From an optimization exercise on the open Yosys and OpenROAD flow, aimed at small area, a short achievable clock period and few clock cycles per item; shortcuts taken in it are not production practice. Only simulation tests tie the RTL to the original design; equivalence was not proved. With no activity given, the tool overestimates toggling in this design, so its power and IR-drop figures are unreliable.

==> design/flow/design.v <==
package pfa_pkg;
    localparam int unsigned FIELD_W = 30;
    localparam logic [FIELD_W-1:0] FIELD_PRIME = 30'd998244353;
    localparam logic [1:0] OP_ADD = 2'd0;
    localparam logic [1:0] OP_SUB = 2'd1;
    localparam logic [1:0] OP_MUL = 2'd2;
    localparam logic [1:0] OP_DIV = 2'd3;
endpackage
module pfa_mulmod (
    input  logic [31:0] i_ws,
    input  logic [31:0] i_wc,
    input  logic [6:0]  i_q,
    input  logic [8:0]  i_h,
    input  logic [29:0] i_x,
    input  logic [3:0]  i_d,
    output logic [31:0] o_ws,
    output logic [31:0] o_wc,
    output logic [6:0]  o_q,
    output logic [8:0]  o_h
);
    localparam logic [255:0] QTAB_0 = 256'h0c3c7878f0f1e1c3c3878f0f1e1c3c3878f0f1e1e3c387870f1e1e3c387870f0;
    localparam logic [255:0] QTAB_1 = 256'h0fc07f80ff01fe03fc07f00fe01fc03f80ff01fe03fc07f80fe01fc03f807f00;
    localparam logic [255:0] QTAB_2 = 256'h00007fff0001fffc0007fff0001fffc000fffe0003fff8000fffe0003fff8000;
    localparam logic [255:0] QTAB_3 = 256'h00007ffffffe00000007ffffffe0000000fffffffc0000000fffffffc0000000;
    localparam logic [255:0] QTAB_4 = 256'h00007ffffffffffffff800000000000000fffffffffffffff000000000000000;
    localparam logic [255:0] QTAB_5 = 256'h00007fffffffffffffffffffffffffffff000000000000000000000000000000;
    localparam logic [255:0] QTAB_6 = 256'h0fff800000000000000000000000000000000000000000000000000000000000;
    localparam logic [255:0] HTAB_0 = 256'h0c3c7878f0f1e1c3c3878f0f1e1c3c3878f0f1e1e3c387870f1e1e3c387870f0;
    localparam logic [255:0] HTAB_1 = 256'h03fc07f80ff01fc03f807f00fe03fc07f80ff01fe03f807f00fe01fc07f80ff0;
    localparam logic [255:0] HTAB_2 = 256'h0ffc0007fff0003fff8000fffe0003fff8000fffe0007fff0001fffc0007fff0;
    localparam logic [255:0] HTAB_3 = 256'h03c07878f0fe1e3c3c078f0f1fe3c3c780f0f1e1fc3c78780f1e1e3fc7878f00;
    localparam logic [255:0] HTAB_4 = 256'h003c07f80ff1fe03fc7f80ff01e03fc0780ff01fe3fc07f8ff01fe03c07f80f0;
    localparam logic [255:0] HTAB_5 = 256'h0ffc0007fff001fffc007fff001fffc007fff0001ffc0007ff0001ffc0007ff0;
    localparam logic [255:0] HTAB_6 = 256'h0003fffffff0000003ffffff0000003ffffff0000003ffffff0000003ffffff0;
    localparam logic [255:0] HTAB_7 = 256'h03c387870f01e1c3c3878f0fe1e3c3c7870f01e1e3c387870fe1e1c3c7878f00;
    localparam logic [255:0] HTAB_8 = 256'h0c03f807f001fe03fc07f00ffe03fc07f80ffe01fc03f807f001fe03f807f000;
    logic [35:0] w_a0, w_a1, w_a2, w_p0, w_p1, w_p2, w_p3;
    logic [35:0] w_s1, w_c1, w_s2, w_c2, w_s3, w_c3, w_s4, w_c4, w_s5, w_c5;
    logic [35:0] w_m1, w_m2, w_m3, w_m4, w_m5;
    logic [7:0]  w_t;
    function automatic logic [35:0] maj(input logic [35:0] a, input logic [35:0] b,
                                        input logic [35:0] c);
        maj = (a & b) | (a & c) | (b & c);
    endfunction
    assign w_a0 = {i_ws, 4'b0};
    assign w_a1 = {i_wc, 4'b0};
    assign w_a2 = {~{i_h, 16'b0, i_q}, 4'b0};
    assign w_p0 = 36'(i_x & {30{i_d[0]}});
    assign w_p1 = 36'({i_x & {30{i_d[1]}}, 1'b0});
    assign w_p2 = 36'({i_x & {30{i_d[2]}}, 2'b0});
    assign w_p3 = 36'({i_x & {30{i_d[3]}}, 3'b0});
    assign w_m1 = maj(w_a0, w_a1, w_a2);
    assign w_s1 = w_a0 ^ w_a1 ^ w_a2;
    assign w_c1 = {w_m1[34:0], 1'b0};
    assign w_m2 = maj(w_p0, w_p1, w_p2);
    assign w_s2 = w_p0 ^ w_p1 ^ w_p2;
    assign w_c2 = {w_m2[34:0], 1'b0};
    assign w_m3 = maj(w_s1, w_c1, w_s2);
    assign w_s3 = w_s1 ^ w_c1 ^ w_s2;
    assign w_c3 = {w_m3[34:0], 1'b0};
    assign w_m4 = maj(w_s3, w_c3, w_c2);
    assign w_s4 = w_s3 ^ w_c3 ^ w_c2;
    assign w_c4 = {w_m4[34:0], 1'b0};
    assign w_m5 = maj(w_s4, w_c4, w_p3);
    assign w_s5 = w_s4 ^ w_c4 ^ w_p3;
    assign w_c5 = {w_m5[34:0], 1'b0};
    pfa_fadd #(.W(8)) u_tadd (
        .i_a (w_s5[35:28]),
        .i_b (w_c5[35:28]),
        .i_c (1'b0),
        .o_s (w_t),
        .o_c ()
    );
    assign o_q = {QTAB_6[w_t], QTAB_5[w_t], QTAB_4[w_t], QTAB_3[w_t],
                  QTAB_2[w_t], QTAB_1[w_t], QTAB_0[w_t]};
    assign o_h = {HTAB_8[w_t], HTAB_7[w_t], HTAB_6[w_t], HTAB_5[w_t], HTAB_4[w_t],
                  HTAB_3[w_t], HTAB_2[w_t], HTAB_1[w_t], HTAB_0[w_t]};
    assign o_ws = w_s5[31:0];
    assign o_wc = {w_c5[31:1], 1'b1};
endmodule
module pfa_fadd #(
    parameter int W = 32
) (
    input  logic [W-1:0] i_a,
    input  logic [W-1:0] i_b,
    input  logic         i_c,
    output logic [W-1:0] o_s,
    output logic         o_c
);
    logic [W-1:0] w_g;
    logic [W-1:0] w_p;
    logic [W-1:0] w_gg;
    logic [W-1:0] w_pp;
    assign w_g = i_a & i_b;
    assign w_p = i_a ^ i_b;
    always_comb begin
        logic [W-1:0] g;
        logic [W-1:0] p;
        g = w_g;
        p = w_p;
        for (int l = 0; (1 << l) < W; l++) begin
            for (int i = 0; i < W; i++) begin
                if (((i >> l) & 1) == 1) begin
                    g[i] = g[i] | (p[i] & g[((i >> l) << l) - 1]);
                    p[i] = p[i] & p[((i >> l) << l) - 1];
                end
            end
        end
        w_gg = g;
        w_pp = p;
    end
    assign o_s = w_p ^ {w_gg[W-2:0] | (w_pp[W-2:0] & {(W-1){i_c}}), i_c};
    assign o_c = w_gg[W-1] | (w_pp[W-1] & i_c);
endmodule
module pfa_dpath (
    input  logic [29:0] i_u,
    input  logic [29:0] i_v,
    output logic        o_sel_u,
    output logic [2:0]  o_k,
    output logic [29:0] o_t,
    output logic        o_t_one
);
    logic [29:0] w_g;
    logic [29:0] w_p;
    logic [29:0] w_gg;
    logic [29:0] w_pp;
    logic [29:0] w_s0;
    logic [29:0] w_s1;
    logic        w_ge;
    logic [29:0] w_t;
    logic [4:0]  w_tl;
    logic        w_one1;
    logic        w_one0;
    logic [29:0] w_a;
    logic [29:0] w_b;
    assign w_a = i_u & {30{!(i_u[0] && !i_v[0])}};
    assign w_b = i_v & {30{i_u[0]}};
    assign w_g = w_a & ~w_b;
    assign w_p = w_a ^ ~w_b;
    always_comb begin
        logic [29:0] g;
        logic [29:0] p;
        g = w_g;
        p = w_p;
        for (int l = 0; l < 5; l++) begin
            for (int i = 0; i < 30; i++) begin
                if (((i >> l) & 1) == 1) begin
                    g[i] = g[i] | (p[i] & g[((i >> l) << l) - 1]);
                    p[i] = p[i] & p[((i >> l) << l) - 1];
                end
            end
        end
        w_gg = g;
        w_pp = p;
    end
    assign w_s0 = w_p ^ {w_gg[28:0], 1'b0};
    assign w_s1 = w_p ^ {w_gg[28:0] | w_pp[28:0], 1'b1};
    assign w_ge = w_gg[29] | w_pp[29];
    assign o_sel_u = w_ge;
    assign w_t     = w_ge ? w_s1 : ~w_s0;
    assign w_tl    = (!i_u[0]) ? i_u[4:0] : ((!i_v[0]) ? i_v[4:0] : (i_u[4:0] ^ i_v[4:0]));
    always_comb begin
        if (w_tl[1])      o_k = 3'd1;
        else if (w_tl[2]) o_k = 3'd2;
        else if (w_tl[3]) o_k = 3'd3;
        else              o_k = 3'd4;
    end
    always_comb begin
        case (o_k)
            3'd1:    o_t = {1'b0, w_t[29:1]};
            3'd2:    o_t = {2'b0, w_t[29:2]};
            3'd3:    o_t = {3'b0, w_t[29:3]};
            default: o_t = {4'b0, w_t[29:4]};
        endcase
    end
    always_comb begin
        logic [29:0] one;
        one = 30'd1 << o_k;
        w_one1 = (w_s1 == one);
        w_one0 = (~w_s0 == one);
    end
    assign o_t_one = w_ge ? w_one1 : w_one0;
endmodule
module prime_field_alu (
    input  logic        i_clk,
    input  logic        i_rst_n,
    input  logic        i_in_valid,
    output logic        o_in_ready,
    input  logic [1:0]  i_in_opcode,
    input  logic [29:0] i_in_operand_a,
    input  logic [29:0] i_in_operand_b,
    output logic        o_out_valid,
    input  logic        i_out_ready,
    output logic [29:0] o_out_result
);
    localparam logic [29:0] P = pfa_pkg::FIELD_PRIME;
    logic [31:0] r_1;
    logic [31:0] r_2;
    logic [29:0] r_3;
    logic [29:0] r_4;
    logic [1:0]  r_op;
    logic [2:0]  r_cnt;
    logic        r_busy;
    logic        r_done;
    logic        r_u_one;
    logic        r_mx;
    logic        r_my;
    logic        r_sub;
    logic        r_mf;
    logic        r_gs;
    logic [29:0] r_out;
    logic [6:0]  r_q;
    logic [8:0]  r_h;
    logic        r_out_v;
    logic        w_is_mul;
    logic        w_is_div;
    logic        w_in_mul;
    logic        w_in_div;
    logic        w_complete;
    logic        w_out_free;
    logic        w_wr_out;
    logic        w_ready;
    logic        w_accept;
    logic        w_mul_step;
    logic        w_div_step;
    logic [29:0] w_a_red;
    logic        w_done0;
    logic        w_u_one0;
    logic        w_u_odd;
    logic        w_v_odd;
    logic [29:0] w_b_red;
    logic        w_mask_x;
    logic        w_mask_y;
    logic        w_sub;
    logic        w_mf;
    logic [31:0] w_x;
    logic [31:0] w_y;
    logic [33:0] w_y1;
    logic [33:0] w_k;
    logic [33:0] w_s1;
    logic [33:0] w_s2;
    logic [4:0]  w_l5;
    logic [4:0]  w_le;
    logic [3:0]  w_lr;
    logic [29:0] w_ha;
    logic [29:0] w_hb;
    logic [29:0] w_hc;
    logic [6:0]  w_q1;
    logic [8:0]  w_h2q;
    logic [31:0] w_zq;
    logic [31:0] w_zq1;
    logic [6:0]  w_nq;
    logic [8:0]  w_nh;
    logic [3:0]  w_mk;
    logic [3:0]  w_m;
    logic [5:0]  w_mi;
    logic [10:0] w_m119;
    logic        w_use2;
    logic [29:0] w_c1s;
    logic [29:0] w_c1m;
    logic [33:0] w_c2s;
    logic [33:0] w_c2m;
    logic [29:0] w_h1;
    logic [29:0] w_h2;
    logic [2:0]  w_gk;
    logic        w_pick2;
    logic [29:0] w_madd;
    logic [31:0] w_us;
    logic [31:0] w_uc;
    logic        w_sel_u;
    logic [29:0] w_t;
    logic [29:0] w_z;
    logic        w_t_one;
    function automatic logic [29:0] reduce(input logic [29:0] v);
        logic        lo_zero;
        logic        ge;
        logic [22:0] dec;
        lo_zero = (v[22:0] == 23'd0);
        ge      = (v[29:23] > 7'd119) || (v[29:23] == 7'd119 && !lo_zero);
        for (int i = 0; i < 23; i++) begin
            dec[i] = v[i] ^ ((v[22:0] & ((23'd1 << i) - 23'd1)) == 23'd0);
        end
        reduce  = ge ? {7'(v[29:23] - 7'd119 - 7'(lo_zero)), dec} : v;
    endfunction
    assign w_is_mul   = (r_op == pfa_pkg::OP_MUL);
    assign w_is_div   = (r_op == pfa_pkg::OP_DIV);
    assign w_in_mul   = (i_in_opcode == pfa_pkg::OP_MUL);
    assign w_in_div   = (i_in_opcode == pfa_pkg::OP_DIV);
    assign w_complete = r_busy && (!r_op[1] || (w_is_mul && r_cnt == 3'd7) ||
                                   (w_is_div && r_done));
    assign w_out_free = !r_out_v || i_out_ready;
    assign w_wr_out   = w_complete && w_out_free;
    assign w_ready    = !r_busy || w_wr_out;
    assign w_accept   = i_in_valid && w_ready;
    assign w_mul_step = r_busy && w_is_mul && r_cnt != 3'd7;
    assign w_div_step = r_busy && w_is_div && !r_done;
    assign w_a_red = reduce(i_in_operand_a);
    assign w_b_red = reduce(i_in_operand_b);
    assign w_u_one0 = (i_in_operand_b == 30'd1) || (i_in_operand_b == P + 30'd1);
    assign w_done0 = (i_in_operand_b[29:1] == 29'd0) || (i_in_operand_b == P) ||
                     (i_in_operand_b == P + 30'd1);
    assign w_u_odd = w_sel_u ? w_t[0] : r_3[0];
    assign w_v_odd = w_sel_u ? r_4[0] : w_t[0];
    assign w_mask_x = r_mx;
    assign w_mask_y = r_my;
    assign w_sub    = r_sub;
    assign w_mf     = r_mf;
    assign w_x   = {r_1[31:30] & {2{w_mf}}, r_1[29:0] & {30{w_mask_x}}};
    assign w_y   = {r_2[31:30] & {2{w_mf}}, r_2[29:0] & {30{w_mask_y}}};
    assign w_y1  = w_sub ? ~{2'b0, w_y} : {2'b0, w_y};
    assign w_q1  = r_q + 7'd1;
    assign w_h2q = r_h + 9'd119;
    assign w_zq  = ~{r_h, 16'b0, r_q};
    assign w_zq1 = ~{w_h2q, 16'b0, w_q1};
    assign w_l5  = {1'b0, w_x[3:0]} + {1'b0, w_y1[3:0]} + 5'(w_sub);
    always_comb begin
        case (w_gk)
            3'd1:    w_mk = 4'b0001;
            3'd2:    w_mk = 4'b0011;
            3'd3:    w_mk = 4'b0111;
            default: w_mk = 4'b1111;
        endcase
    end
    assign w_m    = 4'(-w_l5[3:0]) & w_mk;
    assign w_use2 = ((w_l5[3:0] & w_mk) == 4'd1);
    assign w_lr   = r_gs ? w_m : (w_mf ? w_zq[3:0] : 4'd0);
    assign w_le   = {1'b0, w_l5[3:0]} + {1'b0, w_lr};
    localparam logic [63:0] M119_0 = 64'haaaaaaaaaaaaaaaa;
    localparam logic [63:0] M119_1 = 64'hccccccccccccaaaa;
    localparam logic [63:0] M119_2 = 64'hf0f0f0f0eeeeaaaa;
    localparam logic [63:0] M119_3 = 64'h55aa545444440000;
    localparam logic [63:0] M119_4 = 64'h993298988888aaaa;
    localparam logic [63:0] M119_5 = 64'he1c2e0e0eeeeaaaa;
    localparam logic [63:0] M119_6 = 64'hfe02fefeeeeeaaaa;
    localparam logic [63:0] M119_7 = 64'h5556545444440000;
    localparam logic [63:0] M119_8 = 64'h3330323222220000;
    localparam logic [63:0] M119_9 = 64'h0f0e0e0e00000000;
    localparam logic [63:0] M119_10 = 64'h00fe000000000000;
    assign w_mi   = {w_gk[1:0] - 2'd1, w_l5[3:0]};
    assign w_m119 = {M119_10[w_mi], M119_9[w_mi], M119_8[w_mi], M119_7[w_mi],
                     M119_6[w_mi], M119_5[w_mi], M119_4[w_mi], M119_3[w_mi],
                     M119_2[w_mi], M119_1[w_mi], M119_0[w_mi]};
    assign w_ha  = {2'b0, w_x[31:4]};
    assign w_hb  = w_y1[33:4];
    assign w_hc  = r_gs ? {w_m119, 19'b0} : (w_mf ? {2'b0, w_zq[31:4]} : 30'd0);
    assign w_c1s = w_ha ^ w_hb ^ w_hc;
    assign w_c1m = (w_ha & w_hb) | (w_ha & w_hc) | (w_hb & w_hc);
    pfa_fadd #(.W(30)) u_add1 (
        .i_a (w_c1s),
        .i_b ({w_c1m[28:0], w_le[4]}),
        .i_c (w_l5[4]),
        .o_s (w_s1[33:4]),
        .o_c ()
    );
    assign w_s1[3:0] = w_le[3:0];
    assign w_k   = w_mf ? {2'b0, w_zq1} : (w_sub ? 34'(P) : 34'(-{4'b0, P}));
    assign w_c2s = {2'b0, w_x} ^ w_y1 ^ w_k;
    assign w_c2m = ({2'b0, w_x} & w_y1) | ({2'b0, w_x} & w_k) | (w_y1 & w_k);
    pfa_fadd #(.W(34)) u_add2 (
        .i_a (w_c2s),
        .i_b ({w_c2m[32:0], w_sub}),
        .i_c (1'b0),
        .o_s (w_s2),
        .o_c ()
    );
    assign w_pick2 = w_sub ? w_s1[33] : (w_mf ? !w_s2[31] : !w_s2[33]);
    assign w_madd  = w_pick2 ? w_s2[29:0] : w_s1[29:0];
    always_comb begin
        case (w_gk)
            3'd1:    begin w_h1 = w_s1[30:1]; w_h2 = {1'b0, w_s2[29:1]}; end
            3'd2:    begin w_h1 = w_s1[31:2]; w_h2 = {2'b0, w_s2[29:2]}; end
            3'd3:    begin w_h1 = w_s1[32:3]; w_h2 = {3'b0, w_s2[29:3]}; end
            default: begin w_h1 = w_s1[33:4]; w_h2 = {4'b0, w_s2[29:4]}; end
        endcase
    end
    assign w_z = (w_pick2 && w_use2) ? w_h2 : w_h1;
    pfa_mulmod u_mulmod (
        .i_ws (r_1),
        .i_wc (r_2),
        .i_q  (r_q),
        .i_h  (r_h),
        .i_x  (r_4),
        .i_d  (r_3[27:24]),
        .o_ws (w_us),
        .o_wc (w_uc),
        .o_q  (w_nq),
        .o_h  (w_nh)
    );
    pfa_dpath u_gcd (
        .i_u     (r_3),
        .i_v     (r_4),
        .o_sel_u (w_sel_u),
        .o_k     (w_gk),
        .o_t     (w_t),
        .o_t_one (w_t_one)
    );
    always_ff @(posedge i_clk) begin
        if (w_accept) begin
            r_1     <= w_in_mul ? 32'(i_in_operand_a & {30{i_in_operand_b[28]}}) : 32'(w_a_red);
            r_2     <= w_in_mul ? 32'({i_in_operand_a & {30{i_in_operand_b[29]}}, 1'b1}) :
                       (w_in_div ? 32'd0 : 32'(w_b_red));
            r_q     <= '0;
            r_h     <= '0;
            r_3     <= i_in_operand_b;
            r_4     <= w_in_div ? P : i_in_operand_a;
            r_op    <= i_in_opcode;
            r_cnt   <= '0;
            r_done  <= w_done0;
            r_u_one <= w_u_one0;
            r_sub   <= (i_in_opcode == pfa_pkg::OP_SUB) || (w_in_div && w_done0 && !w_u_one0);
            r_mf    <= w_in_mul;
            r_gs    <= w_in_div && !w_done0;
            r_mx    <= !w_in_div || !w_done0 || w_u_one0;
            r_my    <= !w_in_div || (w_done0 ? !w_u_one0 : i_in_operand_b[0]);
        end else if (w_mul_step) begin
            r_1   <= w_us;
            r_2   <= w_uc;
            r_q   <= w_nq;
            r_h   <= w_nh;
            r_3   <= {r_3[25:0], 4'b0};
            r_cnt <= r_cnt + 3'd1;
        end else if (w_div_step) begin
            if (w_sel_u) begin
                r_3 <= w_t;
                r_1 <= 32'(w_z);
            end else begin
                r_4 <= w_t;
                r_2 <= 32'(w_z);
            end
            r_done  <= w_t_one;
            r_u_one <= w_sel_u;
            r_sub   <= w_t_one && !w_sel_u;
            r_gs    <= !w_t_one;
            r_mx    <= w_t_one ? w_sel_u : !(w_u_odd && !w_v_odd);
            r_my    <= w_t_one ? !w_sel_u : w_u_odd;
        end
        if (w_wr_out) begin
            r_out <= w_madd;
        end
    end
    always_ff @(posedge i_clk) begin
        if (!i_rst_n) begin
            r_busy  <= 1'b0;
            r_out_v <= 1'b0;
        end else begin
            if (w_accept) begin
                r_busy <= 1'b1;
            end else if (w_wr_out) begin
                r_busy <= 1'b0;
            end
            if (w_wr_out) begin
                r_out_v <= 1'b1;
            end else if (i_out_ready) begin
                r_out_v <= 1'b0;
            end
        end
    end
    assign o_in_ready   = w_ready;
    assign o_out_valid  = r_out_v;
    assign o_out_result = r_out;
endmodule
==> design/flow/run.sh <==
#!/bin/bash
# synth_recipe.tcl (not shown) runs the flow's synth.tcl, then flattens the netlist and writes it again
# the make line also repeats each setting of config.mk as NAME=value (left out here)
make -C /OpenROAD-flow-scripts/flow DESIGN_CONFIG=/design/flow/config.mk WORK_HOME=/design/flow/orfs CLKGATE_MAP_FILE= SYNTH_SCRIPT=/design/flow/synth_recipe.tcl finish
==> design/flow/config.mk <==
export PLATFORM = sky130hd
export DESIGN_NAME = prime_field_alu
export DESIGN_NICKNAME = prime_field_alu
export VERILOG_FILES = /design/flow/design.v
export SDC_FILE = /design/flow/constraint.sdc
export NUM_CORES = 4
export LEC_CHECK = 0
export CAP_MARGIN = 20
export CORE_MARGIN = 2
export CORE_UTILIZATION = 40
export SETUP_SLACK_MARGIN = 4
export SLEW_MARGIN = 20
export TNS_END_PERCENT = 20
==> design/flow/constraint.sdc <==
create_clock -name core_clock -period 10.0 [get_ports {i_clk}]
set_input_delay 2.0000 -clock core_clock [delete_from_list [all_inputs] [get_ports {i_clk}]]
set_output_delay 2.0000 -clock core_clock [all_outputs]
set_load 0.01 [all_outputs]
==> results of run 1 <==
==> Yosys cell counts (20+ instances only) <==
cell type                    n  area share, %
sky130_fd_sc_hd__nor3_1     41           0.76
sky130_fd_sc_hd__nand3_1    65            1.2
sky130_fd_sc_hd__o211ai_1   35           0.97
sky130_fd_sc_hd__mux2i_1    53            2.0
sky130_fd_sc_hd__a222oi_1   27            1.0
sky130_fd_sc_hd__o31ai_1    23           0.64
sky130_fd_sc_hd__inv_1     342            4.7
sky130_fd_sc_hd__o221ai_1   26           0.84
sky130_fd_sc_hd__buf_1      21           0.29
sky130_fd_sc_hd__ha_1      197            9.1
sky130_fd_sc_hd__nand2_1   364            5.0
sky130_fd_sc_hd__xnor2_1   112            3.6
sky130_fd_sc_hd__and2_1    169            3.9
sky130_fd_sc_hd__xor2_1     53            1.7
sky130_fd_sc_hd__mux2_2     20           0.83
sky130_fd_sc_hd__o21ai_0   217            4.0
sky130_fd_sc_hd__nor2_1    205            2.8
sky130_fd_sc_hd__a22oi_1    44            1.2
sky130_fd_sc_hd__a21oi_1   204            3.8
sky130_fd_sc_hd__clkbuf_1  173            2.4
sky130_fd_sc_hd__a221oi_1   26           0.84
sky130_fd_sc_hd__o22ai_1    62            1.4
sky130_fd_sc_hd__a211oi_1   37            1.0
sky130_fd_sc_hd__edfxtp_1  162             18
sky130_fd_sc_hd__a21o_1     57            1.6
sky130_fd_sc_hd__a31oi_1    30           0.69
sky130_fd_sc_hd__dfxtp_1    20            1.5
sky130_fd_sc_hd__fa_1      203             15
sky130_fd_sc_hd__and3_1     24           0.55
==> path summary, 6_finish.rpt <==
path / from / slack, ns / depth (start not counted) / endpoint
max: r_sub / 3.63 / 29 / r_1[5]
min: r_cnt[2] / 0.47 / 2 / r_cnt[2]
max reg2reg: r_sub / 3.63 / 29 / r_1[5]
min reg2reg: r_cnt[2] / 0.47 / 2 / r_cnt[2]
==> cell type report <==
class | count | share of cell area [%]
Clock buffer | 17 | 1.35
Timing Repair Buffer | 269 | 8.03
Clock inverter | 14 | 0.376
Antenna cell | 1 | 0.00792
Multi-Input combinational cell | 2581 | 65.9
Timing Repair inverter | 1 | 0.0158
Sequential cell | 182 | 16.7
Tap cell | 873 | 3.46
Inverter | 346 | 4.20
==> flip-flops by register name, summed over array words and instances (netlist names), 2 cells and up <==
register / flops
r_op: 2
r_2: 32
r_3: 30
r_1: 32
r_q: 6
r_4: 30
r_cnt: 3
r_out: 30
r_h: 9
==> layer usage <==
| layer | GRT usage, % | wire length [um] | vias up |
|---|---|---|---|
| li1 | - | - | 11884 |
| met1 | 41.2 | 44400 | 12865 |
| met2 | 44.9 | 45700 | 1620 |
| met3 | 6.58 | 11500 | 243 |
| met4 | 11.5 | 4020 | 2 |
| met5 | 0 | 13 | - |
==> kinds of logic (layout without fill, tap and decap cells) <==
group	Yosys count	after routing	share of synthesized area, %
AO/OA/AOI/OAI	942	942	23.0
XOR/XNOR	165	165	5.34
adder cells (fa/ha/maj)	400	400	24.1
buffers and inverters	542	647	7.55
flip-flops	182	182	19.4
multiplexers	75	75	2.92
other	1	2	0.0139
AND/OR/NAND/NOR	994	998	17.6
==> critical path, delay by kind of cell (launching register included) <==
kind,cells,cell delay (ns)
adder cells (fa/ha/maj),5,1.69
multiplexers,2,0.35
AND/OR/NAND/NOR,5,0.69
AO/OA/AOI/OAI,10,1.89
flip-flops,1,0.54
buffers and inverters,7,0.90
==> what timing repair did <==
action,in CTS,in global routing
resized for setup,129,58
endpoints found under the setup margin,110,109
setup buffers,78,32
pin swaps,41,17
gates cloned,5,2
==> results.txt, run 1 <==
Timing:
- Timing would allow up to 157 MHz.
- The worst path uses 63.7% of the clock period.
- Headroom to the max-slew limit came out at 27.5%.
- The final setup violation count is 0.
- The clock tree skew after final layout is 0.0161 ns.
- The accumulated negative setup slack is 0 ns.
- After layout, the worst setup slack is 3.63 ns.
- Final hold analysis gives a worst-case slack of 0.466 ns.
- The max-slew violation count is 0.
- At the pin with the least slew margin, the transition time is 1.08 ns.
- Setup repair after global routing could not meet its margin everywhere.
- The count of endpoints failing hold in the final timing report is 0.
- The clock period minus final worst setup slack is 6.37 ns.

Detailed routing:
- For this block, the initial DRC count from the detailed router was 3,854.
- Dividing the detail-routed wire length by the instance count gives 24.7 um.
- The routed design has 106,000 um of wire.
- After detailed routing, the number of remaining DRC violations is 0.
- The first TritonRoute pass finished after 8 iterations.
- The number of nets still failing antenna checks after routing is 0.
- Using the TritonRoute via totals, the vias-per-cell ratio works out to 6.21.
- The routed layout has 26,614 vias.

Setup path:
- The largest individual stage delay along the critical path comes from the cell sky130_fd_sc_hd__fa_2.
- The maximum fanout count along the critical path is 6.
- The data required time at the worst endpoint is 10.23 ns.
- STA puts the critical path data arrival time at 6.60 ns.
- The type of the worst setup path is flop to flop.
- The worst setup path is launched from a flop.
- The category of the worst setup path capture point is a flop.
- The biggest cell delay along the critical path is 0.60 ns.

Yosys:
- Counting every net in the synthesized netlist gives 3,767.
- After synthesis, the share of flip-flops with an asynchronous set or reset is 0%.
- The mapped cell area is 27,100 um2.
- For this run, the leading register cell type out of synthesis is sky130_fd_sc_hd__edfxtp_1.
- Counting flops and latches in the post-synthesis netlist gives 182.
- After synthesis, flip-flops and latches occupy 19.4% of the total area.
- Dividing the synthesized area by the synthesized cell count gives 8.20 um2.
- The count of different cell masters after synthesis is 89.
- The synthesized design contains 162 enable-type register cells.
- The Yosys warning count is 6.
- Counting every instance in the synthesized netlist gives 3,301.

Floorplan:
- 98 I/O pins were placed.
- The total area inside the core boundary comes to 67,000 um2.
- The die width is 264 um.
- The height of the chip is 264 um.
- The die area is 69,800 um2.
- The standard-cell row count is 95.
- The starting density of the core is 40.4%.

Final layout:
- From synthesis to final layout, the design area changed by 16.6%.
- The post-layout instance area is 31,600 um2.
- Summing all multi-input logic gate instances after layout gives 20,800 um2.
- Across the whole layout, storage elements account for 5270 um2.
- At the end of the flow the core is filled with cells to 47.1%.
- The number of non-filler instances in the completed layout is 4,284.
- The layout filler cell count is 6,563.
- Cells with a size suffix above 1 make up 11.6% of the layout.
- The net count of the finished layout is 3,864.
- Leaving out fill and tap cells, the most frequent cells in the layout are sky130_fd_sc_hd__nand2_1, sky130_fd_sc_hd__inv_1, sky130_fd_sc_hd__o21ai_0.
- Leaving out fill and tap cells, the most frequent cell in the layout is sky130_fd_sc_hd__nand2_1.

Clock network:
- CTS saw 182 sinks.
- The maximum root-to-sink buffer count is 2.
- The number of H-tree branching levels is 4.
- After clock tree synthesis, the clock-pin slew on the worst setup and hold paths is 0.08 ns.
- TritonCTS built the clock tree.
- After clock tree synthesis, the flow added hold-fix buffers numbering 0.
- The clock network latency to the later pin of the worst-skew pair is 0.52 ns.
- The number of buffers inserted during clock tree synthesis is 17.
- The clock root buffer is sky130_fd_sc_hd__clkbuf_16.

Placed design:
- Prior to clock tree synthesis, the placed netlist has a worst setup slack of 2.02 ns.
- The instance area at placement is 29,100 um2.
- The placed cell count is 4,134.
- The number of port buffers is 97.
- The final RePlAce weighted congestion is 0.959.
- Detailed placement finished with a half-perimeter wire length of 78,500 um.

Flow run:
- The max-capacitance violation count is 0.

Global route:
- The initial antenna violation count was 3.
- The largest net degree at the start of global routing is 56.
- The sum of overflow across all layers after global routing is 0.
- The via count of the first global-routing pass is 25,380.
- Global routing consumed, over all layers together, 29.7% of the routing resources.
- The first-pass GRT wire length is 158,000 um.

Hold path:
- The tightest min-delay check is of the flop to flop type.

Run status:
- The flow ran to the end and the layout has no timing, DRC or antenna violations.
Testbench counts, summed over its fixed seeds: cycles 16,142, items 3,200.
==> run 2, diff against run 1 <==
--- a/design/flow/config.mk
+++ b/design/flow/config.mk
@@ -7,7 +7,8 @@
 export LEC_CHECK = 0
 export CAP_MARGIN = 20
 export CORE_MARGIN = 2
-export CORE_UTILIZATION = 40
+export CORE_UTILIZATION = 55
+export PLACE_DENSITY = 0.7
 export SETUP_SLACK_MARGIN = 4
 export SLEW_MARGIN = 20
 export TNS_END_PERCENT = 20
==> run 2 against run 1 <==
- sequential cell count stayed put
- hold slack better by 0.018 ns
- sequential share of layout area is 0.15 points higher
- synthesized cell count stayed put
- first-iteration DRC count is 15% higher
- register-to-register slack hardly changed
- global-route usage is 14 points higher
- final area is 0.90% lower
- die area is 27% lower
- count of clock-buffer cells in the layout stayed put
==> results.txt, run 2 <==
Run status:
- The flow ran to the end and the layout has no timing, DRC or antenna violations.

Final layout:
- The relative area change from synthesis to final layout is 15.6%.
- Leaving out fill and tap cells, the most frequent cells in the layout are sky130_fd_sc_hd__nand2_1, sky130_fd_sc_hd__inv_1, sky130_fd_sc_hd__o21ai_0, sky130_fd_sc_hd__fa_1, sky130_fd_sc_hd__a21oi_1.
- The most common cell after layout, fill and taps aside is sky130_fd_sc_hd__nand2_1.
- The layout filler cell count is 4,203 (-36%).
- The multi-input gate area in the final layout came to 20,700 um2 (-0.57%).
- The number of nets in the final layout is 3,853 (-0.28%).
- The sequential cell area is 5270 um2 (unchanged).
- The number of non-filler instances in the completed layout came to 4,066 (-5.1%).
- The share of layout cells above drive strength 1 is 11.3% (-0.35 points).
- The largest registers in the layout are r_1 x32, r_2 x32.

Yosys:
- The post-synthesis async set-or-reset flop share was 0% (unchanged).
- By count the netlist is led by sky130_fd_sc_hd__nand2_1, sky130_fd_sc_hd__inv_1, sky130_fd_sc_hd__o21ai_0.
- The multiplexer area fraction after synthesis is 2.92% (unchanged).
- The adder-cell share of the synthesized area is 24.1% (unchanged).
- The most numerous cell in the Yosys netlist is sky130_fd_sc_hd__nand2_1.
- The post-synthesis net count is 3,767 (unchanged).
- After synthesis, the largest family of logic cells by area is adder cells.
- The synthesized-area fraction occupied by xor and xnor cells was 5.34% (unchanged).
- The mean cell area of the mapped netlist was 8.20 um2 (unchanged).
- Among all flip-flop cells after synthesis, the most frequent one is sky130_fd_sc_hd__edfxtp_1.
- The gate count after technology mapping is 3,301 (unchanged).
- The library cell with the largest summed area after synthesis is sky130_fd_sc_hd__edfxtp_1.
- Sorting the synthesized cells by area gives the leading types as sky130_fd_sc_hd__edfxtp_1, sky130_fd_sc_hd__fa_1, sky130_fd_sc_hd__ha_1.
- The simple logic cell fraction of the synthesized area is 17.6% (unchanged).
- The count of different cell masters after synthesis came to 89 (unchanged).
- The top-area cell type share of the netlist area is 18.0% (unchanged).
- The Yosys warning count came to 6 (unchanged).
- The count of flip-flops with a built-in enable after synthesis is 162 (unchanged).
- The flip-flop and latch count after synthesis was 182 (unchanged).
- The area fraction in compound gates after synthesis is 23.0% (unchanged).
- The mapped cell area is 27,100 um2 (unchanged).
- The post-synthesis sequential area ratio is 19.4% (unchanged).

Hold path:
- The worst hold path class is flop to flop.

Detailed routing:
- The final wirelength is 111,000 um (+5.5%).
- The iteration count of the initial detailed-routing pass was 7 (-1).
- The wire length per cell is 27.4 um (+11%).
- The total via count in the routed design was 27,720 (+4.2%).
- The number of nets still failing antenna checks after routing was 0 (unchanged).
- The initial detailed-routing violation count is 4,445 (+15%).
- The post-detailed-route DRC marker count is 0 (unchanged).
- The via density per instance is 6.82 (+9.7%).

Floorplan:
- The standard cell core area is 48,700 um2 (-27%).
- The starting density of the core is 55.5% (+15 points).
- The number of top-level pins was 98 (unchanged).
- The height of the chip was 226 um (-14%).
- The standard-cell row count came to 81 (-15%).
- The die width was 226 um (-14%).
- The die area came to 51,000 um2 (-27%).

Clock network:
- The clock network latency to the later pin of the worst-skew pair is 0.53 ns (about the same).
- The number of buffers added to fix hold violations after cts is 0 (unchanged).
- The clock edge transition at the registers on the reported setup and hold paths was 0.08 ns (about the same).
- The maximum root-to-sink buffer count came to 2 (unchanged).
- The clock root buffer is sky130_fd_sc_hd__clkbuf_16.
- The number of buffers inserted during clock tree synthesis was 17 (unchanged).
- The TritonCTS sink count is 182 (unchanged).
- The number of H-tree branching levels is 4 (unchanged).
- TritonCTS built the clock tree.

Setup path:
- The register-to-register path setup slack is 3.63 ns (about the same).
- The arrival time of the worst setup path is 6.62 ns (+0.02 ns).
- The biggest cell delay along the critical path came to 0.49 ns (-0.11 ns).
- The type of the worst setup path is flop to flop.
- The slowest stage of the critical path is the sky130_fd_sc_hd__edfxtp_1 cell.
- STA classifies the critical path startpoint as a flop.
- The data required time at the worst endpoint is 10.25 ns (+0.02 ns).
- STA classifies the critical path endpoint as a flop.
- The maximum fanout count along the critical path is 15 (+9).

Global route:
- The via count of the first global-routing pass is 26,534 (+4.5%).
- The first-pass GRT wire length is 164,000 um (+4.1%).
- The largest net degree at the start of global routing is 66 (+18%).
- The initial antenna violation count was 4 (+1).
- The total global routing track utilization is 43.5% (+14 points).
- The sum of overflow across all layers after global routing came to 0 (unchanged).

Timing:
- The count of endpoints failing hold in the final timing report is 0 (unchanged).
- The relative slew slack is 20.8% (-6.7 points).
- The final setup violation count is 0 (unchanged).
- The accumulated negative setup slack is 0 ns (unchanged).
- Setup repair after global routing could not meet its margin everywhere.
- The max-slew violation count was 0 (unchanged).
- The final critical-path share of the clock period is 63.7% (about the same).
- The slew of the pin with the lowest slew margin is 1.18 ns (+0.101 ns).
- The maximum clock frequency is 157 MHz (about the same).
- The clock tree skew after final layout is 0.0226 ns (+0.00655 ns).
- The slack of the critical path was 3.63 ns (+0.00333 ns).
- The clock period minus final worst setup slack is 6.37 ns (-0.00333 ns).

Placed design:
- The detailed-placement wirelength estimate was 83,000 um (+5.6%).
- The final RePlAce weighted congestion is 1.01 (+5.7%).
- The placement-stage worst setup slack is 2.29 ns (+0.269 ns).
- The number of port buffers is 97 (unchanged).
- The placed cell count is 3,924 (-5.1%).

Flow run:
- The max-capacitance violation count was 0 (unchanged).

Pwr:
run 2: cell counts after synthesis:
No cell type changed its count.
run 2: worst max-delay path: cells and delay by family, from the launching register on:
family / cells / cell delay (ns)
mux: 2 / 0.45
compound gates: 13 / 2.62
flops: 1 / 0.49
simple gates: 7 / 1.16
fa+ha+maj: 3 / 0.73
buf+inv: 4 / 0.62
run 2: logic make-up after synthesis:
logic type | after synthesis
other cells | 1
mux | 75
compound gates | 942
buf+inv | 542
simple gates | 994
fa+ha+maj | 400
xor+xnor | 165
flops | 182
run 2: layer usage:
metal / GRT usage [%] / part of all wire [%]
met1: 57.5 / 38
met2: 65.9 / 43
met4: 20.3 / 5.4
met5: 0 / 0.035
met3: 12.5 / 14
run 2: layout make-up:
cell class                      instances  area share (%)
Antenna cell                            2          0.0160
Timing Repair inverter                  1          0.0160
Multi-Input combinational cell       2579            66.1
Sequential cell                       182            16.8
Clock inverter                         15           0.440
Inverter                              346            4.24
Clock buffer                           17            1.36
Timing Repair Buffer                  260            8.34
Tap cell                              664            2.65
run 2: timing repair:
| action | 4_1_cts | 5_1_grt |
|---|---|---|
| pin swaps | 45 | 8 |
| resized for setup | 147 | 33 |
| gates cloned | 9 | 3 |
| setup buffers | 71 | 25 |
| endpoints found under the setup margin | 110 | 109 |
run 2: final timing paths:
check	start	endpoint	cells past startpoint
min	r_cnt[1]	r_cnt[1]	2
min reg2reg	r_cnt[1]	r_cnt[1]	2
max	r_3[2]	r_1[10]	29
max reg2reg	r_3[2]	r_1[10]	29
run 2: stage by stage:
stage / hold WS [ns] / utilization (%) / area [um2]
floorplan: 0.440 / - / 27400
global placement: 0.450 / 59.2 / 28900
detailed placement: 0.471 / 59.2 / 28900
CTS: 0.482 / 63.4 / 30900
global route: 0.521 / 64.2 / 31300
finish: 0.484 / 64.2 / 31300
==> run 3, diff against run 2 <==
--- a/design/flow/config.mk
+++ b/design/flow/config.mk
@@ -7,8 +7,7 @@
 export LEC_CHECK = 0
 export CAP_MARGIN = 20
 export CORE_MARGIN = 2
-export CORE_UTILIZATION = 55
-export PLACE_DENSITY = 0.7
-export SETUP_SLACK_MARGIN = 4
+export CORE_UTILIZATION = 40
+export SETUP_SLACK_MARGIN = 4.5
 export SLEW_MARGIN = 20
-export TNS_END_PERCENT = 20
+export TNS_END_PERCENT = 10
==> run 3 against run 2 <==
- final area rose by 2.1%
- first-iteration DRC count fell by 16%
- utilization fell by 17 points
- wire length fell by 4.7%
- worst setup slack improved by 0.011 ns
- sequential share of layout area fell by 0.35 points
- critical path depth fell by 1
- critical endpoint is now r_2[28]
- hold slack got worse by 0.018 ns
- final cell count rose by 5.7%
==> results.txt, run 3 <==
Yosys:
- The post-synthesis net count came to 3,767 (unchanged).
- The count of different cell masters after synthesis came to 89 (unchanged).
- In the synthesized netlist, the cells that appear most often are sky130_fd_sc_hd__nand2_1, sky130_fd_sc_hd__inv_1, sky130_fd_sc_hd__o21ai_0.
- The mapped cell area came to 27,100 um2 (unchanged).
- Summed over all instances, the cell type with the most area after synthesis is sky130_fd_sc_hd__edfxtp_1.
- By area the synthesized netlist is led by sky130_fd_sc_hd__edfxtp_1, sky130_fd_sc_hd__fa_1, sky130_fd_sc_hd__ha_1.
- The top-area cell type share of the netlist area is 18.0% (unchanged).
- The mean cell area of the mapped netlist came to 8.20 um2 (unchanged).
- The post-synthesis async set-or-reset flop share is 0% (unchanged).
- The count of flip-flops with a built-in enable after synthesis is 162 (unchanged).
- The most used flip-flop cell after synthesis is sky130_fd_sc_hd__edfxtp_1.
- The Yosys warning count is 6 (unchanged).
- The gate count after technology mapping is 3,301 (unchanged).
- The most numerous cell in the Yosys netlist is sky130_fd_sc_hd__nand2_1.
- The flip-flop and latch count after synthesis is 182 (unchanged).
- The post-synthesis sequential area ratio was 19.4% (unchanged).

Timing:
- The final critical-path share of the clock period was 63.6% (-0.11 points).
- The final setup violation count was 0 (unchanged).
- The relative slew slack is 26.6% (+5.8 points).
- The count of endpoints failing hold in the final timing report was 0 (unchanged).
- The clock period minus final worst setup slack is 6.36 ns (-0.0108 ns).
- The slew of the pin with the lowest slew margin came to 1.10 ns (-0.0874 ns).
- Setup repair after global routing could not meet its margin everywhere.
- The slack of the critical path was 3.64 ns (+0.0108 ns).
- The worst hold slack is 0.466 ns (-0.0181 ns).
- The accumulated negative setup slack is 0 ns (unchanged).
- The clock tree skew after final layout is 0.0177 ns (-0.00488 ns).
- The maximum clock frequency came to 157 MHz (+0.17%).
- The max-slew violation count is 0 (unchanged).

Detailed routing:
- The number of nets still failing antenna checks after routing is 0 (unchanged).
- The final wirelength is 106,000 um (-4.7%).
- The post-detailed-route DRC marker count was 0 (unchanged).
- The wire length per cell is 24.7 um (-9.9%).
- The via density per instance was 6.24 (-8.5%).
- The total via count in the routed design is 26,812 (-3.3%).
- The iteration count of the initial detailed-routing pass was 7 (unchanged).
- The initial detailed-routing violation count is 3,738 (-16%).

Setup path:
- On the critical path the largest part of the delay comes from compound AO/OA/AOI/OAI gates.
- The critical path starts at r_sub.
- The category of the worst setup path capture point is a flop.
- The biggest cell delay along the critical path was 0.60 ns (+0.11 ns).
- The maximum fanout count along the critical path is 4 (-11).
- The terminus of the critical flop-to-flop path is r_2[28].
- The arrival time of the worst setup path is 6.58 ns (-0.04 ns).
- The total buffers and inverters traversed by the critical path was 6 (+2).
- The setup path with the least slack is of type flop to flop.
- The data required time at the worst endpoint is 10.22 ns (-0.03 ns).
- The worst setup path is launched from a flop.
- The register-to-register path setup slack was 3.64 ns (about the same).
- The length in cells of the worst reg-to-reg path is 28 (-3.4%).
- The slowest stage of the critical path belongs to the cell sky130_fd_sc_hd__fa_2.
- The startpoint identified for the worst register-to-register timing path is r_sub.

Clock network:
- The number of buffers added to fix hold violations after cts came to 0 (unchanged).
- The CTS tree is done.
- The TritonCTS sink count is 182 (unchanged).
- The clock root buffer is sky130_fd_sc_hd__clkbuf_16.
- The clock network latency to the later pin of the worst-skew pair is 0.52 ns (about the same).
- The maximum root-to-sink buffer count is 2 (unchanged).
- The number of H-tree branching levels was 4 (unchanged).
- The clock edge transition at the registers on the reported setup and hold paths is 0.08 ns (about the same).
- The number of buffers inserted during clock tree synthesis is 17 (unchanged).

Hold path:
- The path class of the tightest hold or removal check is flop to flop.
- In this run the most critical hold path is launched from r_cnt[2].
- The number of cells on the worst hold path is 2 (unchanged).
- The worst hold path terminates at r_cnt[2].

Placed design:
- The placement-stage worst setup slack is 2.02 ns (-0.269 ns).
- The number of port buffers is 97 (unchanged).
- The final RePlAce weighted congestion was 0.959 (-5.4%).
- The detailed-placement wirelength estimate was 78,500 um (-5.3%).

Final layout:
- The number of nets in the final layout is 3,880 (+0.70%).
- The final standard cell utilization of the core is 47.7% (-17 points).
- From synthesis to final layout, the design area changed by 18.0%.
- The most common cell after layout, fill and taps aside is sky130_fd_sc_hd__nand2_1.
- The antenna cell count is 0 (-2).
- The share of layout cells above drive strength 1 is 12.6% (+1.3 points).
- The library cells used most frequently in the layout, excluding fill and tap cells, are sky130_fd_sc_hd__nand2_1, sky130_fd_sc_hd__inv_1, sky130_fd_sc_hd__o21ai_0.
- The largest registers in the layout are r_1 x32, r_2 x32.

Global route:
- The initial antenna violation count is 3 (-1).
- The global routing usage on met3 was 6.56% (-5.9 points).
- The largest net degree at the start of global routing is 56 (-15%).
- The sum of overflow across all layers after global routing is 0 (unchanged).
- The total global routing track utilization was 29.7% (-14 points).
- The via count of the first global-routing pass was 25,345 (-4.5%).
- The first-pass GRT wire length is 158,000 um (-4.0%).
- The met2 usage came to 44.8% (-21 points).
- The global routing usage on met1 was 41.3% (-16 points).
- met2 is the most crowded layer.

Floorplan:
- The die area was 69,800 um2 (+37%).
- The die width is 264 um (+17%).
- The standard-cell row count is 95 (+17%).
- The height of the chip is 264 um (+17%).
- The starting density of the core is 40.4% (-15 points).
- The number of top-level pins is 98 (unchanged).
- The standard cell core area is 67,000 um2 (+38%).

Flow run:
- The max-capacitance violation count is 0 (unchanged).

Run status:
- The flow ran to the end and the layout has no timing, DRC or antenna violations.
==> run 3: cell type report <==
type | instances | area, um2
Tap cell | 873 | 1090
Clock buffer | 17 | 425
Clock inverter | 14 | 119
Timing Repair inverter | 1 | 5.00
Timing Repair Buffer | 285 | 2750
Fill cell | 6540 | 35100
Multi-Input combinational cell | 2581 | 21000
Inverter | 346 | 1330
Sequential cell | 182 | 5270
==> run 3: worst max-delay path by stage <==
| stage | endpoint | slack, ns | cells after the start |
|---|---|---|---|
| after floorplan | r_1[15] | 3.68 | 33 |
| after global placement | r_1[3] | 2.11 | 23 |
| after detailed placement | r_1[4] | 2.02 | 23 |
| after CTS | r_1[10] | 3.77 | 27 |
| after global routing | r_2[28] | 3.42 | 28 |
| final | r_2[28] | 3.64 | 28 |
==> run 3: worst register-to-register path, delay by kind of cell, from the launching register on <==
kind                     cells  cell delay (ns)
AO/OA/AOI/OAI               13             2.46
XOR/XNOR                     1             0.17
adder cells (fa/ha/maj)      5             1.69
AND/OR/NAND/NOR              3             0.42
flip-flops                   1             0.55
buffers and inverters        6             0.80
==> run 3: logic make-up after synthesis <==
family / after synthesis / share of synthesized area, %
buf+inv: 542 / 7.55
mux: 75 / 2.92
compound gates: 942 / 23.0
fa+ha+maj: 400 / 24.1
simple gates: 994 / 17.6
other cells: 1 / 0.0139
xor+xnor: 165 / 5.34
flops: 182 / 19.4
==> run 3: per-stage QoR <==
stage	std cells	area (um2)
after detailed placement	4134	29100
after CTS	4247	30900
after global routing	4299	32000
after global placement	4134	29100
after floorplan	3301	27400
final	4299	32000
==> run 3: repair_timing <==
item,in CTS,in global routing
buffers inserted,77,44
hold endpoints to repair,0,0
endpoints found under the setup margin,165,119
cloned,5,7
resized for setup,123,90
pin swaps,40,24
==> run 3: routing by layer <==
metal  wire length, um  share of wire (%)
met1             44300                 42
met4              4340                4.1
met3             11400                 11
met5                36              0.034
met2             46100                 43
==> run 4, diff against run 3 <==
--- a/design/flow/design.v
+++ b/design/flow/design.v
@@ -10,13 +10,12 @@
     input  logic [31:0] i_ws,
     input  logic [31:0] i_wc,
     input  logic [6:0]  i_q,
-    input  logic [8:0]  i_h,
     input  logic [29:0] i_x,
     input  logic [3:0]  i_d,
     output logic [31:0] o_ws,
     output logic [31:0] o_wc,
     output logic [6:0]  o_q,
-    output logic [8:0]  o_h
+    output logic [8:0]  o_hq
 );
     localparam logic [255:0] QTAB_0 = 256'h0c3c7878f0f1e1c3c3878f0f1e1c3c3878f0f1e1e3c387870f1e1e3c387870f0;
     localparam logic [255:0] QTAB_1 = 256'h0fc07f80ff01fe03fc07f00fe01fc03f80ff01fe03fc07f80fe01fc03f807f00;
@@ -25,44 +24,48 @@
     localparam logic [255:0] QTAB_4 = 256'h00007ffffffffffffff800000000000000fffffffffffffff000000000000000;
     localparam logic [255:0] QTAB_5 = 256'h00007fffffffffffffffffffffffffffff000000000000000000000000000000;
     localparam logic [255:0] QTAB_6 = 256'h0fff800000000000000000000000000000000000000000000000000000000000;
-    localparam logic [255:0] HTAB_0 = 256'h0c3c7878f0f1e1c3c3878f0f1e1c3c3878f0f1e1e3c387870f1e1e3c387870f0;
-    localparam logic [255:0] HTAB_1 = 256'h03fc07f80ff01fc03f807f00fe03fc07f80ff01fe03f807f00fe01fc07f80ff0;
-    localparam logic [255:0] HTAB_2 = 256'h0ffc0007fff0003fff8000fffe0003fff8000fffe0007fff0001fffc0007fff0;
-    localparam logic [255:0] HTAB_3 = 256'h03c07878f0fe1e3c3c078f0f1fe3c3c780f0f1e1fc3c78780f1e1e3fc7878f00;
-    localparam logic [255:0] HTAB_4 = 256'h003c07f80ff1fe03fc7f80ff01e03fc0780ff01fe3fc07f8ff01fe03c07f80f0;
-    localparam logic [255:0] HTAB_5 = 256'h0ffc0007fff001fffc007fff001fffc007fff0001ffc0007ff0001ffc0007ff0;
-    localparam logic [255:0] HTAB_6 = 256'h0003fffffff0000003ffffff0000003ffffff0000003ffffff0000003ffffff0;
-    localparam logic [255:0] HTAB_7 = 256'h03c387870f01e1c3c3878f0fe1e3c3c7870f01e1e3c387870fe1e1c3c7878f00;
-    localparam logic [255:0] HTAB_8 = 256'h0c03f807f001fe03fc07f00ffe03fc07f80ffe01fc03f807f001fe03f807f000;
     logic [35:0] w_a0, w_a1, w_a2, w_p0, w_p1, w_p2, w_p3;
     logic [35:0] w_s1, w_c1, w_s2, w_c2, w_s3, w_c3, w_s4, w_c4, w_s5, w_c5;
     logic [35:0] w_m1, w_m2, w_m3, w_m4, w_m5;
     logic [7:0]  w_t;
+    logic [8:0]  w_h;
+    localparam logic [127:0] HQ_0 = 128'haaaaaaaaaaaaaaaaaaaaaaaaaaaaaaaa;
+    localparam logic [127:0] HQ_1 = 128'h66666666666666666666666666666666;
+    localparam logic [127:0] HQ_2 = 128'h1e1e1e1e1e1e1e1e1e1e1e1e1e1e1e1e;
+    localparam logic [127:0] HQ_3 = 128'hab54ab54ab54ab54ab54ab54ab54ab54;
+    localparam logic [127:0] HQ_4 = 128'h66cd993266cd993266cd993266cd9932;
+    localparam logic [127:0] HQ_5 = 128'h1e3c78f1e1c3870e1e3c78f1e1c3870e;
+    localparam logic [127:0] HQ_6 = 128'h01fc07f01fc07f01fe03f80fe03f80fe;
+    localparam logic [127:0] HQ_7 = 128'h5556aaa5556aaa5554aaad554aaad554;
+    localparam logic [127:0] HQ_8 = 128'h9998ccc66673339998ccce6673331998;
+    assign w_h  = {HQ_8[i_q], HQ_7[i_q], HQ_6[i_q], HQ_5[i_q], HQ_4[i_q],
+                   HQ_3[i_q], HQ_2[i_q], HQ_1[i_q], HQ_0[i_q]};
+    assign o_hq = w_h;
     function automatic logic [35:0] maj(input logic [35:0] a, input logic [35:0] b,
                                         input logic [35:0] c);
         maj = (a & b) | (a & c) | (b & c);
     endfunction
     assign w_a0 = {i_ws, 4'b0};
     assign w_a1 = {i_wc, 4'b0};
-    assign w_a2 = {~{i_h, 16'b0, i_q}, 4'b0};
+    assign w_a2 = {~{w_h, 16'b0, i_q}, 4'b0};
     assign w_p0 = 36'(i_x & {30{i_d[0]}});
     assign w_p1 = 36'({i_x & {30{i_d[1]}}, 1'b0});
     assign w_p2 = 36'({i_x & {30{i_d[2]}}, 2'b0});
     assign w_p3 = 36'({i_x & {30{i_d[3]}}, 3'b0});
-    assign w_m1 = maj(w_a0, w_a1, w_a2);
-    assign w_s1 = w_a0 ^ w_a1 ^ w_a2;
+    assign w_m1 = maj(w_a0, w_a1, w_p0);
+    assign w_s1 = w_a0 ^ w_a1 ^ w_p0;
     assign w_c1 = {w_m1[34:0], 1'b0};
-    assign w_m2 = maj(w_p0, w_p1, w_p2);
-    assign w_s2 = w_p0 ^ w_p1 ^ w_p2;
+    assign w_m2 = maj(w_p1, w_p2, w_p3);
+    assign w_s2 = w_p1 ^ w_p2 ^ w_p3;
     assign w_c2 = {w_m2[34:0], 1'b0};
-    assign w_m3 = maj(w_s1, w_c1, w_s2);
-    assign w_s3 = w_s1 ^ w_c1 ^ w_s2;
+    assign w_m3 = maj(w_s1, w_c1, w_a2);
+    assign w_s3 = w_s1 ^ w_c1 ^ w_a2;
     assign w_c3 = {w_m3[34:0], 1'b0};
-    assign w_m4 = maj(w_s3, w_c3, w_c2);
-    assign w_s4 = w_s3 ^ w_c3 ^ w_c2;
+    assign w_m4 = maj(w_s3, w_c3, w_s2);
+    assign w_s4 = w_s3 ^ w_c3 ^ w_s2;
     assign w_c4 = {w_m4[34:0], 1'b0};
-    assign w_m5 = maj(w_s4, w_c4, w_p3);
-    assign w_s5 = w_s4 ^ w_c4 ^ w_p3;
+    assign w_m5 = maj(w_s4, w_c4, w_c2);
+    assign w_s5 = w_s4 ^ w_c4 ^ w_c2;
     assign w_c5 = {w_m5[34:0], 1'b0};
     pfa_fadd #(.W(8)) u_tadd (
         .i_a (w_s5[35:28]),
@@ -73,8 +76,6 @@
     );
     assign o_q = {QTAB_6[w_t], QTAB_5[w_t], QTAB_4[w_t], QTAB_3[w_t],
                   QTAB_2[w_t], QTAB_1[w_t], QTAB_0[w_t]};
-    assign o_h = {HTAB_8[w_t], HTAB_7[w_t], HTAB_6[w_t], HTAB_5[w_t], HTAB_4[w_t],
-                  HTAB_3[w_t], HTAB_2[w_t], HTAB_1[w_t], HTAB_0[w_t]};
     assign o_ws = w_s5[31:0];
     assign o_wc = {w_c5[31:1], 1'b1};
 endmodule
@@ -210,7 +211,7 @@
     logic        r_gs;
     logic [29:0] r_out;
     logic [6:0]  r_q;
-    logic [8:0]  r_h;
+    logic [8:0]  w_hq;
     logic        r_out_v;
     logic        w_is_mul;
     logic        w_is_div;
@@ -250,7 +251,6 @@
     logic [31:0] w_zq;
     logic [31:0] w_zq1;
     logic [6:0]  w_nq;
-    logic [8:0]  w_nh;
     logic [3:0]  w_mk;
     logic [3:0]  w_m;
     logic [5:0]  w_mi;
@@ -309,8 +309,8 @@
     assign w_y   = {r_2[31:30] & {2{w_mf}}, r_2[29:0] & {30{w_mask_y}}};
     assign w_y1  = w_sub ? ~{2'b0, w_y} : {2'b0, w_y};
     assign w_q1  = r_q + 7'd1;
-    assign w_h2q = r_h + 9'd119;
-    assign w_zq  = ~{r_h, 16'b0, r_q};
+    assign w_h2q = w_hq + 9'd119;
+    assign w_zq  = ~{w_hq, 16'b0, r_q};
     assign w_zq1 = ~{w_h2q, 16'b0, w_q1};
     assign w_l5  = {1'b0, w_x[3:0]} + {1'b0, w_y1[3:0]} + 5'(w_sub);
     always_comb begin
@@ -378,13 +378,12 @@
         .i_ws (r_1),
         .i_wc (r_2),
         .i_q  (r_q),
-        .i_h  (r_h),
         .i_x  (r_4),
         .i_d  (r_3[27:24]),
         .o_ws (w_us),
         .o_wc (w_uc),
         .o_q  (w_nq),
-        .o_h  (w_nh)
+        .o_hq (w_hq)
     );
     pfa_dpath u_gcd (
         .i_u     (r_3),
@@ -400,7 +399,6 @@
             r_2     <= w_in_mul ? 32'({i_in_operand_a & {30{i_in_operand_b[29]}}, 1'b1}) :
                        (w_in_div ? 32'd0 : 32'(w_b_red));
             r_q     <= '0;
-            r_h     <= '0;
             r_3     <= i_in_operand_b;
             r_4     <= w_in_div ? P : i_in_operand_a;
             r_op    <= i_in_opcode;
@@ -416,7 +414,6 @@
             r_1   <= w_us;
             r_2   <= w_uc;
             r_q   <= w_nq;
-            r_h   <= w_nh;
             r_3   <= {r_3[25:0], 4'b0};
             r_cnt <= r_cnt + 3'd1;
         end else if (w_div_step) begin
--- a/design/flow/config.mk
+++ b/design/flow/config.mk
@@ -7,7 +7,8 @@
 export LEC_CHECK = 0
 export CAP_MARGIN = 20
 export CORE_MARGIN = 2
-export CORE_UTILIZATION = 40
-export SETUP_SLACK_MARGIN = 4.5
+export CORE_UTILIZATION = 55
+export PLACE_DENSITY = 0.7
+export SETUP_SLACK_MARGIN = 4
 export SLEW_MARGIN = 20
-export TNS_END_PERCENT = 10
+export TNS_END_PERCENT = 20
==> run 4 against run 3 <==
- critical endpoint is now r_2[1]
- non-clock buffer count shrank 46
- count of clock-buffer cells in the layout is the same
- register-to-register slack gained 0.15 ns
- via count is essentially flat
- largest cell class unchanged
- sequential cell count shrank 8
==> results.txt, run 4 <==
Run status:
- The flow ran to the end and the layout has no timing, DRC or antenna violations.

Yosys:
- The post-synthesis net count is 3,708 (-1.6%).
- The post-synthesis sequential area ratio is 19.0% (-0.45 points).
- The gate count after technology mapping is 3,223 (-2.4%).
- The flip-flop and latch count after synthesis came to 174 (-4.4%).
- The library cell with the largest summed area after synthesis is sky130_fd_sc_hd__edfxtp_1.
- Sorting the synthesized cells by area gives the leading types as sky130_fd_sc_hd__edfxtp_1, sky130_fd_sc_hd__fa_1, sky130_fd_sc_hd__ha_1.
- The count of flip-flops with a built-in enable after synthesis came to 162 (unchanged).
- The post-synthesis async set-or-reset flop share is 0% (unchanged).
- The count of different cell masters after synthesis is 106 (+19%).
- The top-area cell type share of the netlist area came to 18.1% (+0.13 points).

Detailed routing:
- The iteration count of the initial detailed-routing pass is 7 (unchanged).
- The number of nets still failing antenna checks after routing is 0 (unchanged).
- The amount of wire on met3 after detailed routing is 12,700 um (+11%).
- The highest routing layer actually used is met4.
- The wire length on met2 is 45,600 um (-1.0%).
- The final wirelength was 107,000 um (+0.75%).
- The post-detailed-route DRC marker count is 0 (unchanged).

Floorplan:
- The die width came to 225 um (-15%).
- The number of top-level pins came to 98 (unchanged).
- The starting density of the core is 55.4% (+15 points).
- The standard-cell row count is 81 (-15%).
- The die area was 50,600 um2 (-27%).
- The standard cell core area was 48,500 um2 (-28%).
- The height of the chip is 225 um (-15%).

Global route:
- The via count of the first global-routing pass was 25,762 (+1.6%).
- The total global routing track utilization is 42.1% (+12 points).
- The first-pass GRT wire length came to 159,000 um (+0.74%).
- The initial antenna violation count is 0 (-3).
- The sum of overflow across all layers after global routing is 0 (unchanged).

Final layout:
- The post-layout instance area is 31,000 um2 (-2.9%).
- From synthesis to final layout, the design area changed by 15.4%.
- The layout filler cell count was 4,230 (-35%).
- The share of layout cells above drive strength 1 is 12.3% (-0.34 points).
- The most common cell after layout, fill and taps aside is sky130_fd_sc_hd__nand2_1.

Clock network:
- The number of buffers inserted during clock tree synthesis is 17 (unchanged).
- The clock edge transition at the registers on the reported setup and hold paths was 0.07 ns (about the same).
- The clock network latency to the later pin of the worst-skew pair is 0.52 ns (about the same).
- The number of buffers added to fix hold violations after cts is 0 (unchanged).
- The TritonCTS sink count came to 174 (-4.4%).
- The maximum root-to-sink buffer count is 2 (unchanged).
- In this run the clock root is driven by a sky130_fd_sc_hd__clkbuf_16.
- The number of H-tree branching levels is 4 (unchanged).

Timing:
- The clock tree skew after final layout is 0.0162 ns (-0.00150 ns).
- The accumulated negative setup slack is 0 ns (unchanged).
- The count of endpoints failing hold in the final timing report is 0 (unchanged).
- The maximum clock frequency is 161 MHz (+2.4%).
- The clock period minus final worst setup slack is 6.21 ns (-0.150 ns).
- The final setup violation count came to 0 (unchanged).
- The max-slew violation count is 0 (unchanged).
- The relative slew slack came to 21.5% (-5.2 points).
- The slew of the pin with the lowest slew margin was 1.16 ns (+0.0670 ns).

Setup path:
- The register-to-register path setup slack is 3.79 ns (+0.15 ns).
- The type of the worst setup path is flop to flop.
- The startpoint identified for the worst register-to-register timing path is r_mx.
- The length in cells of the worst reg-to-reg path came to 25 (-11%).
- The data required time at the worst endpoint is 10.26 ns (+0.04 ns).
- The terminus of the critical flop-to-flop path is r_2[1].
- In this run the worst setup path begins at r_mx.
- The sort of element at the start of the critical path is a flop.

Hold path:
- The tightest min-delay check is of the flop to flop type.
- The worst hold path begins at r_cnt[2].

Placed design:
- The instance area at placement was 28,200 um2 (-3.1%).
- The final RePlAce weighted congestion is 0.989 (+3.2%).

Flow run:
- The max-capacitance violation count is 0 (unchanged).
-- run 4: cell types whose count changed after synthesis, sizes merged, moves of 8 or more --
cell    change
ha         +20
or2         -8
clkbuf     -32
mux2i      -13
buf        +19
dfxtp       -8
nor2       -30
a221o      +11
xor2        -9
-- run 4: logic make-up (layout without fill, tap and decap cells) --
group | count (synthesis) | in the layout | synth area share (%)
DFF | 174 | 174 | 19.0
and+or+nand+nor | 961 | 965 | 17.3
AOI/OAI and AO/OA | 919 | 919 | 22.9
muxes | 62 | 62 | 2.59
adders and majority gates | 419 | 419 | 25.1
buffers and inverters | 524 | 613 | 7.67
xor gates and xnor gates | 163 | 163 | 5.34
other | 1 | 2 | 0.0140
-- run 4: worst min path at each step --
stage | endpoint | slack (ns) | cells past startpoint
CTS | r_cnt[2] | 0.47 | 2
finish | r_cnt[2] | 0.47 | 2
floorplan | r_cnt[1] | 0.44 | 2
global placement | r_cnt[2] | 0.45 | 2
global route | r_cnt[1] | 0.50 | 2
detailed placement | r_cnt[2] | 0.46 | 2
-- run 4: layout make-up --
cell class	count	area, um2	area share, %
diodes	1	2.50	0.00807
clock buffers	17	425	1.37
clock inverters	15	185	0.597
inverters	341	1300	4.20
multi-input cells	2529	20700	66.9
flip-flops and latches	174	5110	16.5
well taps	622	778	2.51
repair buffers	239	2460	7.92
repair inverters	1	7.51	0.0242
-- run 4: metal layers --
metal  vias up  global-route usage [%]
li1      11597                       -
met5         -                       0
met4         0                    23.2
met1     12812                    56.9
met3       476                    8.70
met2      1949                    63.2
-- run 4: repair_timing --
item                       CTS  global route
setup buffers               57            32
pin swaps                   47            34
setup endpoints to repair  100            99
hold endpoints to repair     0             0
gates cloned                14             0
gates resized for setup    174            61
-- run 4: per-stage QoR --
stage          hold slack (ns)  utilization [%]  cells  setup WS, ns
5_1_grt                  0.499             63.9   3938          3.58
2_1_floorplan            0.440                -   3223          2.85
6_report                 0.468             63.9   3939          3.79
3_3_place_gp             0.449             58.2   3803          1.81
4_1_cts                  0.470             62.7   3906          3.90
3_5_place_dp             0.458             58.2   3803          1.65
-- run 4: worst max-delay path, cell delays in order (launching register included) --
cell	delay [ns]
sky130_fd_sc_hd__edfxtp_1	0.43
sky130_fd_sc_hd__buf_12	0.15
sky130_fd_sc_hd__and4_4	0.16
sky130_fd_sc_hd__or2_4	0.25
sky130_fd_sc_hd__fa_2	0.51
sky130_fd_sc_hd__inv_2	0.11
sky130_fd_sc_hd__ha_4	0.15
sky130_fd_sc_hd__inv_4	0.05
sky130_fd_sc_hd__ha_4	0.15
sky130_fd_sc_hd__o31ai_2	0.25
sky130_fd_sc_hd__nand2_1	0.11
sky130_fd_sc_hd__nand2_2	0.14
sky130_fd_sc_hd__o22ai_4	0.10
sky130_fd_sc_hd__fa_1	0.61
sky130_fd_sc_hd__ha_4	0.22
sky130_fd_sc_hd__o211a_1	0.12
sky130_fd_sc_hd__a221o_1	0.40
sky130_fd_sc_hd__or3_1	0.35
sky130_fd_sc_hd__o2111a_1	0.29
sky130_fd_sc_hd__o221ai_4	0.23
sky130_fd_sc_hd__a31oi_4	0.08
sky130_fd_sc_hd__nor2_4	0.22
sky130_fd_sc_hd__buf_4	0.16
sky130_fd_sc_hd__mux2i_1	0.23
sky130_fd_sc_hd__a31oi_2	0.19
sky130_fd_sc_hd__a221o_1	0.30
Testbench counts of run 4, summed over its fixed seeds: cycles 16,142, items 3,200.

[static timing again, ports no longer ideal]
The flow's constraints put no driver on any port. The routed layouts listed below were extracted and timed again, unchanged, in two steps.
Step 1: set_driving_cell puts a clkbuf_16 on i_clk and a buf_2 on each other input, an assumption about the parent block.
Step 2 also shifts input and output timing later by t, the mid clock arrival at the registers, as if the neighbouring blocks saw the same clock.
Slacks: ideal ports / drivers / drivers and shift; pairs: ideal ports / drivers.
run | t, ns | setup WS [ns] | hold WS [ns] | latest minus earliest clock arrival (ns)
run 1 | 0.573 | 3.626 / 3.626 / 3.292 | 0.466 / 0.466 / 0.466 | 0.016 / 0.016
run 2 | 0.581 | 3.630 / 3.630 / 3.246 | 0.484 / 0.484 / 0.484 | 0.023 / 0.023
run 3 | 0.575 | 3.641 / 3.641 / 3.291 | 0.466 / 0.466 / 0.466 | 0.017 / 0.017
run 4 | 0.562 | 3.790 / 3.790 / 3.378 | 0.468 / 0.468 / 0.468 | 0.017 / 0.016
After both steps setup and hold are still met in every run listed. The setup slack of run 4, which loses most, moves by 0.000 ns with the drivers and by -0.412 ns with both steps.
